From an optimization exercise on the open Yosys and OpenROAD flow, aimed at a short achievable clock period and few clock cycles; shortcuts taken in it are not production practice.
Only simulation tests tie the RTL to the original design; equivalence was not proved.
Power is estimated from default activity; no workload was simulated.

==> inputs of v10 <==
==> flow/design.v <==
package rv_isa_pkg;
	localparam int xlen = 32;
	localparam int alu_func_w = 5;
	localparam logic [alu_func_w-1:0] alu_add  = 5'h00;
	localparam logic [alu_func_w-1:0] alu_sub  = 5'h01;
	localparam logic [alu_func_w-1:0] alu_and  = 5'h02;
	localparam logic [alu_func_w-1:0] alu_or   = 5'h03;
	localparam logic [alu_func_w-1:0] alu_xor  = 5'h04;
	localparam logic [alu_func_w-1:0] alu_sll  = 5'h05;
	localparam logic [alu_func_w-1:0] alu_srl  = 5'h06;
	localparam logic [alu_func_w-1:0] alu_sra  = 5'h07;
	localparam logic [alu_func_w-1:0] alu_slt  = 5'h08;
	localparam logic [alu_func_w-1:0] alu_sltu = 5'h09;
	localparam logic [alu_func_w-1:0] alu_div  = 5'h0a;
	localparam logic [alu_func_w-1:0] alu_rem  = 5'h0b;
	localparam logic [alu_func_w-1:0] alu_divu = 5'h0c;
	localparam logic [alu_func_w-1:0] alu_remu = 5'h0d;
endpackage
package ex_pkg;
	localparam int tag_w = 4;
	localparam logic [31:0] result_rst = '0;
	localparam int div_b = 2;
	localparam int div_s = (32 + div_b - 1) / div_b;
	localparam int div_nw = div_s * div_b;
	localparam int div_mw   = 32 + div_b;
	localparam int div_mulw = div_mw * ((1 << div_b) - 1);
endpackage
`timescale 1ns/1ps
import rv_isa_pkg::*;
module int_alu (
	input  logic [rv_isa_pkg::alu_func_w-1:0] func,
	input  logic [rv_isa_pkg::xlen-1:0]       opa,
	input  logic [rv_isa_pkg::xlen-1:0]       opb,
	output logic [rv_isa_pkg::xlen-1:0]       result
);
	logic [4:0] shamt;
	logic       lt_signed;
	logic       lt_unsigned;
	assign shamt       = opb[4:0];
	assign lt_signed   = $signed(opa) < $signed(opb);
	assign lt_unsigned = opa < opb;
	always_comb begin
		case (func)
			alu_add: begin
				result = opa + opb;
			end
			alu_sub: begin
				result = opa - opb;
			end
			alu_and: begin
				result = opa & opb;
			end
			alu_or: begin
				result = opa | opb;
			end
			alu_xor: begin
				result = opa ^ opb;
			end
			alu_sll: begin
				result = opa << shamt;
			end
			alu_srl: begin
				result = opa >> shamt;
			end
			alu_sra: begin
				result = $signed(opa) >>> shamt;
			end
			alu_slt: begin
				result = {{(xlen-1){1'b0}}, lt_signed};
			end
			alu_sltu: begin
				result = {{(xlen-1){1'b0}}, lt_unsigned};
			end
			default: begin
				result = '0;
			end
		endcase
	end
endmodule
`timescale 1ns/1ps
import rv_isa_pkg::*;
import ex_pkg::*;
module div_stage (
	input  logic                             clk,
	input  logic [rv_isa_pkg::xlen-1:0]      r_in,
	input  logic [ex_pkg::div_nw-1:0]        nq_in,
	input  logic [ex_pkg::div_mulw-1:0]      mul_in,
	output logic [rv_isa_pkg::xlen-1:0]      r_out,
	output logic [ex_pkg::div_nw-1:0]        nq_out,
	output logic [ex_pkg::div_mulw-1:0]      mul_out
);
	localparam int mw = div_mw;
	localparam int nk = 1 << div_b;
	logic [mw-1:0]     rs;
	logic [mw:0]       diff [0:nk-1];
	logic [nk:0]       ge;
	logic [div_b-1:0]  digit;
	logic [xlen-1:0]   r_next;
	assign rs = {r_in, nq_in[div_nw-1 -: div_b]};
	always_comb begin
		diff[0] = {1'b0, rs};
		ge[0]   = 1'b1;
		ge[nk]  = 1'b0;
		for (int k = 1; k < nk; k++) begin
			diff[k] = {1'b0, rs} - {1'b0, mul_in[(k-1)*mw +: mw]};
			ge[k]   = !diff[k][mw];
		end
		digit  = '0;
		r_next = '0;
		for (int k = 0; k < nk; k++) begin
			if (ge[k] && !ge[k+1]) begin
				digit  = digit | div_b'(k);
				r_next = r_next | diff[k][xlen-1:0];
			end
		end
	end
	always_ff @(posedge clk) begin
		r_out   <= r_next;
		nq_out  <= {nq_in[div_nw-div_b-1:0], digit};
		mul_out <= mul_in;
	end
endmodule
module div_multiples (
	input  logic [rv_isa_pkg::xlen-1:0]      d,
	output logic [ex_pkg::div_mulw-1:0]      mul
);
	localparam int mw = div_mw;
	localparam int nk = 1 << div_b;
	always_comb begin
		for (int k = 1; k < nk; k++) begin
			mul[(k-1)*mw +: mw] = mw'(d) * mw'(k);
		end
	end
endmodule
module divider (
	input  logic                             clk,
	input  logic [rv_isa_pkg::xlen-1:0]      n_in,
	input  logic [ex_pkg::div_mulw-1:0]      mul_in,
	output logic [rv_isa_pkg::xlen-1:0]      quotient,
	output logic [rv_isa_pkg::xlen-1:0]      remainder
);
	logic [xlen-1:0]     r_p   [0:div_s];
	logic [div_nw-1:0]   nq_p  [0:div_s];
	logic [div_mulw-1:0] mul_p [0:div_s];
	assign r_p[0]   = '0;
	assign nq_p[0]  = div_nw'(n_in);
	assign mul_p[0] = mul_in;
	for (genvar s = 0; s < div_s; s++) begin : g_st
		div_stage st_i (
			.clk     (clk),
			.r_in    (r_p[s]),
			.nq_in   (nq_p[s]),
			.mul_in  (mul_p[s]),
			.r_out   (r_p[s+1]),
			.nq_out  (nq_p[s+1]),
			.mul_out (mul_p[s+1])
		);
	end
	assign quotient  = nq_p[div_s][xlen-1:0];
	assign remainder = r_p[div_s];
endmodule
`timescale 1ns/1ps
import rv_isa_pkg::*;
import ex_pkg::*;
module ex_issue_ctrl (
	input  logic                              clk,
	input  logic                              rst,
	input  logic                              issue_valid,
	input  logic [rv_isa_pkg::alu_func_w-1:0] issue_func,
	input  logic [rv_isa_pkg::xlen-1:0]       issue_opa,
	input  logic [rv_isa_pkg::xlen-1:0]       issue_opb,
	input  logic [ex_pkg::tag_w-1:0]          issue_tag,
	input  logic [rv_isa_pkg::xlen-1:0]       alu_result,
	input  logic [rv_isa_pkg::xlen-1:0]       quotient,
	input  logic [rv_isa_pkg::xlen-1:0]       remainder,
	output logic [rv_isa_pkg::alu_func_w-1:0] op_func,
	output logic [rv_isa_pkg::xlen-1:0]       op_a,
	output logic [rv_isa_pkg::xlen-1:0]       op_b,
	output logic [rv_isa_pkg::xlen-1:0]       div_n,
	output logic [ex_pkg::div_mulw-1:0]       div_mul,
	output logic                              ex_busy,
	output logic                              result_valid,
	output logic [rv_isa_pkg::xlen-1:0]       result_data,
	output logic [ex_pkg::tag_w-1:0]          result_tag
);
	localparam int meta_w = tag_w + 4;
	logic              v0;
	logic [tag_w-1:0]  t0;
	logic              is_div;
	logic              signed_op;
	logic [xlen-1:0]   a_mag;
	logic [xlen-1:0]   b_mag;
	logic              v1;
	logic [tag_w-1:0]  t1;
	logic              div1;
	logic              sel_r1;
	logic              qneg1;
	logic              rneg1;
	logic [xlen-1:0]   alu1;
	logic [xlen-1:0]   n1;
	logic [xlen-1:0]   d1;
	logic [meta_w-1:0] meta [0:div_s+1];
	logic [xlen-1:0]   q_fix;
	logic [xlen-1:0]   r_fix;
	assign ex_busy = 1'b0;
	always_ff @(posedge clk) begin
		if (rst) begin
			v0 <= 1'b0;
		end else begin
			v0 <= issue_valid;
		end
		op_func <= issue_func;
		op_a    <= issue_opa;
		op_b    <= issue_opb;
		t0      <= issue_tag;
	end
	assign is_div    = op_func[3] && (op_func[2] || op_func[1]);
	assign signed_op = op_func[3] && !op_func[2] && op_func[1];
	assign a_mag     = (signed_op && op_a[xlen-1]) ? -op_a : op_a;
	assign b_mag     = (signed_op && op_b[xlen-1]) ? -op_b : op_b;
	always_ff @(posedge clk) begin
		if (rst) begin
			v1 <= 1'b0;
		end else begin
			v1 <= v0;
		end
		t1     <= t0;
		div1   <= is_div;
		sel_r1 <= !is_div || op_func[0];
		qneg1  <= is_div && signed_op && (op_a[xlen-1] ^ op_b[xlen-1]) && (op_b != '0);
		rneg1  <= is_div && signed_op && op_a[xlen-1];
		alu1   <= alu_result;
		n1     <= a_mag;
		d1     <= is_div ? b_mag : '0;
	end
	logic [div_mulw-1:0] mul1;
	div_multiples mul_i (
		.d   (d1),
		.mul (mul1)
	);
	always_ff @(posedge clk) begin
		div_n   <= div1 ? n1 : alu1;
		div_mul <= mul1;
	end
	assign meta[0] = {v1, t1, sel_r1, qneg1, rneg1};
	always_ff @(posedge clk) begin
		for (int s = 0; s <= div_s; s++) begin
			if (rst) begin
				meta[s+1][meta_w-1] <= 1'b0;
			end else begin
				meta[s+1][meta_w-1] <= meta[s][meta_w-1];
			end
			meta[s+1][meta_w-2:0] <= meta[s][meta_w-2:0];
		end
	end
	assign q_fix = meta[div_s+1][1] ? -quotient : quotient;
	assign r_fix = meta[div_s+1][0] ? -remainder : remainder;
	always_ff @(posedge clk) begin
		if (rst) begin
			result_valid <= 1'b0;
		end else begin
			result_valid <= meta[div_s+1][meta_w-1];
		end
		result_tag  <= meta[div_s+1][meta_w-2 -: tag_w];
		result_data <= meta[div_s+1][2] ? r_fix : q_fix;
	end
endmodule
`timescale 1ns/1ps
import rv_isa_pkg::*;
import ex_pkg::*;
module int_ex_unit (
	input  logic                              clk,
	input  logic                              rst,
	input  logic                              issue_valid,
	input  logic [rv_isa_pkg::alu_func_w-1:0] issue_func,
	input  logic [rv_isa_pkg::xlen-1:0]       issue_opa,
	input  logic [rv_isa_pkg::xlen-1:0]       issue_opb,
	input  logic [ex_pkg::tag_w-1:0]          issue_tag,
	output logic                              ex_busy,
	output logic                              result_valid,
	output logic [rv_isa_pkg::xlen-1:0]       result_data,
	output logic [ex_pkg::tag_w-1:0]          result_tag
);
	logic [alu_func_w-1:0] op_func;
	logic [xlen-1:0]       op_a;
	logic [xlen-1:0]       op_b;
	logic [xlen-1:0]       alu_result;
	logic [xlen-1:0]       div_n;
	logic [div_mulw-1:0]   div_mul;
	logic [xlen-1:0]       quotient;
	logic [xlen-1:0]       remainder;
	ex_issue_ctrl ctrl_i (
		.clk          (clk),
		.rst          (rst),
		.issue_valid  (issue_valid),
		.issue_func   (issue_func),
		.issue_opa    (issue_opa),
		.issue_opb    (issue_opb),
		.issue_tag    (issue_tag),
		.alu_result   (alu_result),
		.quotient     (quotient),
		.remainder    (remainder),
		.op_func      (op_func),
		.op_a         (op_a),
		.op_b         (op_b),
		.div_n        (div_n),
		.div_mul      (div_mul),
		.ex_busy      (ex_busy),
		.result_valid (result_valid),
		.result_data  (result_data),
		.result_tag   (result_tag)
	);
	int_alu alu_i (
		.func   (op_func),
		.opa    (op_a),
		.opb    (op_b),
		.result (alu_result)
	);
	divider div_i (
		.clk       (clk),
		.n_in      (div_n),
		.mul_in    (div_mul),
		.quotient  (quotient),
		.remainder (remainder)
	);
endmodule
==> flow/run.sh <==
#!/bin/bash
# synth_recipe.tcl (not shown) runs the flow's synth.tcl, then flattens the netlist and writes it again
# the make line also repeats each setting of config.mk as NAME=value (left out here)
make -C /OpenROAD-flow-scripts/flow DESIGN_CONFIG=/design/flow/config.mk WORK_HOME=/design/flow/orfs CLKGATE_MAP_FILE= SYNTH_SCRIPT=/design/flow/synth_recipe.tcl finish
==> flow/config.mk <==
export PLATFORM = sky130hd
export DESIGN_NAME = int_ex_unit
export DESIGN_NICKNAME = int_ex_unit
export VERILOG_FILES = /design/flow/design.v
export SDC_FILE = /design/flow/constraint.sdc
export NUM_CORES = 4
export LEC_CHECK = 0
export CAP_MARGIN = 20
export CORE_MARGIN = 2
export CORE_UTILIZATION = 40
export SETUP_SLACK_MARGIN = 5.0
export SLEW_MARGIN = 20
export TNS_END_PERCENT = 100
==> flow/constraint.sdc <==
create_clock -name core_clock -period 8.0 [get_ports {clk}]
set_input_delay 1.6000 -clock core_clock [delete_from_list [all_inputs] [get_ports {clk}]]
set_output_delay 1.6000 -clock core_clock [all_outputs]
set_load 0.01 [all_outputs]
==> v6: changes against v10 <==
--- a/flow/config.mk
+++ b/flow/config.mk
@@ -8,6 +8,4 @@
 export CAP_MARGIN = 20
 export CORE_MARGIN = 2
 export CORE_UTILIZATION = 40
-export SETUP_SLACK_MARGIN = 5.0
 export SLEW_MARGIN = 20
-export TNS_END_PERCENT = 100
==> v29: changes against v10 <==
==> flow/design.v, changed modules only <==
module ks_add #(
	parameter int w = 32
) (
	input  logic [w-1:0] a,
	input  logic [w-1:0] b,
	input  logic         cin,
	output logic [w-1:0] sum,
	output logic         cout
);
	localparam int lv = (w < 2) ? 1 : (w < 4) ? 2 : (w < 8) ? 3 : (w < 16) ? 4 : (w < 32) ? 5 : (w < 64) ? 6 : 7;
	logic [w:0] g [0:lv];
	logic [w:0] p [0:lv];
	assign g[0] = {a & b, cin};
	assign p[0] = {a ^ b, 1'b0};
	for (genvar l = 0; l < lv; l++) begin : g_lv
		for (genvar i = 0; i <= w; i++) begin : g_bit
			if (i >= (1 << l)) begin : g_op
				assign g[l+1][i] = g[l][i] | (p[l][i] & g[l][i-(1<<l)]);
				assign p[l+1][i] = p[l][i] & p[l][i-(1<<l)];
			end else begin : g_pass
				assign g[l+1][i] = g[l][i];
				assign p[l+1][i] = p[l][i];
			end
		end
	end
	assign sum  = p[0][w:1] ^ g[lv][w-1:0];
	assign cout = g[lv][w];
endmodule
module div_stage (
	input  logic                             clk,
	input  logic [rv_isa_pkg::xlen-1:0]      r_in,
	input  logic [ex_pkg::div_nw-1:0]        nq_in,
	input  logic [ex_pkg::div_mulw-1:0]      mul_in,
	output logic [rv_isa_pkg::xlen-1:0]      r_out,
	output logic [ex_pkg::div_nw-1:0]        nq_out,
	output logic [ex_pkg::div_mulw-1:0]      mul_out
);
	localparam int mw = div_mw;
	localparam int nk = 1 << div_b;
	logic [mw-1:0]     rs;
	logic [mw-1:0]     diff [0:nk-1];
	logic [nk:0]       ge;
	logic [div_b-1:0]  digit;
	logic [xlen-1:0]   r_next;
	assign rs = {r_in, nq_in[div_nw-1 -: div_b]};
	assign diff[0] = rs;
	assign ge[0]   = 1'b1;
	assign ge[nk]  = 1'b0;
	for (genvar k = 1; k < nk; k++) begin : g_sub
		ks_add #(.w(mw)) sub_i (
			.a    (rs),
			.b    (~mul_in[(k-1)*mw +: mw]),
			.cin  (1'b1),
			.sum  (diff[k]),
			.cout (ge[k])
		);
	end
	always_comb begin
		digit  = '0;
		r_next = '0;
		for (int k = 0; k < nk; k++) begin
			if (ge[k] && !ge[k+1]) begin
				digit  = digit | div_b'(k);
				r_next = r_next | diff[k][xlen-1:0];
			end
		end
	end
	always_ff @(posedge clk) begin
		r_out   <= r_next;
		nq_out  <= {nq_in[div_nw-div_b-1:0], digit};
		mul_out <= mul_in;
	end
endmodule
--- a/flow/config.mk
+++ b/flow/config.mk
@@ -7,7 +7,7 @@
 export LEC_CHECK = 0
 export CAP_MARGIN = 20
 export CORE_MARGIN = 2
-export CORE_UTILIZATION = 40
+export CORE_UTILIZATION = 60
 export SETUP_SLACK_MARGIN = 5.0
 export SLEW_MARGIN = 20
 export TNS_END_PERCENT = 100
==> qor summary <==
Status: v10 timing/DRC/antenna clean; v6 timing/DRC/antenna clean; v29 timing/DRC/antenna clean
Clock transition time at the flip-flop clock pins of the worst setup and hold paths: v10 60 ps; v6 60 ps; v29 70 ps
Post-synth top area share: v10 34.2%; v6 34.2%; v29 35.0%
Horiz. Die Dim: v10 603 um; v6 603 um; v29 487 um
Tap cell instance count: v10 4751; v6 4751; v29 3043
Worst slew margin: v10 24.9%; v6 20.8%; v29 14.4%
Setup slack, reg-to-reg: v10 4140 ps; v6 2610 ps; v29 4380 ps
CORE AREA: v10 356000 um2; v6 356000 um2; v29 232000 um2
Floorplan row count: v10 219; v6 219; v29 177
Setup Fix Bufs, Post-CTS: v10 728; v6 0; v29 810
Met2 track utilization from global routing: v10 44.4%; v6 44.8%; v29 66.5%
Slowest CP cell: v10 sky130_fd_sc_hd__a221o_1; v6 sky130_fd_sc_hd__a2111oi_0; v29 sky130_fd_sc_hd__dfxtp_2
Levels on crit path: v10 17; v6 14; v29 15
Register Area: v10 49900 um2; v6 49000 um2; v29 50100 um2
Simple-gate portion of the synthesized area: v10 12.1%; v6 12.1%; v29 11.9%
Power share of the combinational group: v10 65.7%; v6 57.7%; v29 67.4%
P_comb: v10 62.3 mW; v6 44.8 mW; v29 66.4 mW
Global routing usage summed across all routing layers: v10 28.2%; v6 26.9%; v29 42.9%
Multi-input combinational gate total: v10 12100; v6 12100; v29 11600
DPL Wire Length: v10 387000 um; v6 413000 um; v29 365000 um
Number of antenna violations at the first check in global routing: v10 33; v6 47; v29 40
Fillcell total: v10 32200; v6 35100; v29 14500
Testbench counts of v10, summed over its fixed seeds: cycles 4,960.
Testbench counts of v6, summed over its fixed seeds: cycles 4,960.
Testbench counts of v29, summed over its fixed seeds: cycles 4,960.

-- what the ideal ports hide --
The flow's constraints put no driver on any port. The routed layouts listed below were extracted and timed again, unchanged, in two steps. Step 1 sets driving cells, clkbuf_16 on the clock port and buf_2 on the other inputs (assumed; they add their load-dependent delay and slew). Step 2 adds t to the input delays and takes it off the output delays; t is the mean of the earliest and latest rising clock arrival at the registers after step 1. Input paths then give back, and output paths get back, about the clock's delay inside the block. Three values: ideal, step 1, step 2; two values: the first two.
run	t (ns)	setup slack, ns	worst setup path at the end	latest minus earliest clock arrival (ns)	worst data-port slew with drivers (ns)
v10	1.034	4.140 / 4.140 / 4.140	register to register	0.130 / 0.131	0.11
v6	1.022	2.612 / 2.612 / 2.612	register to register	0.065 / 0.065	0.07
v29	1.030	4.377 / 4.377 / 4.377	register to register	0.111 / 0.111	0.07
After both steps setup and hold are still met in every run listed.
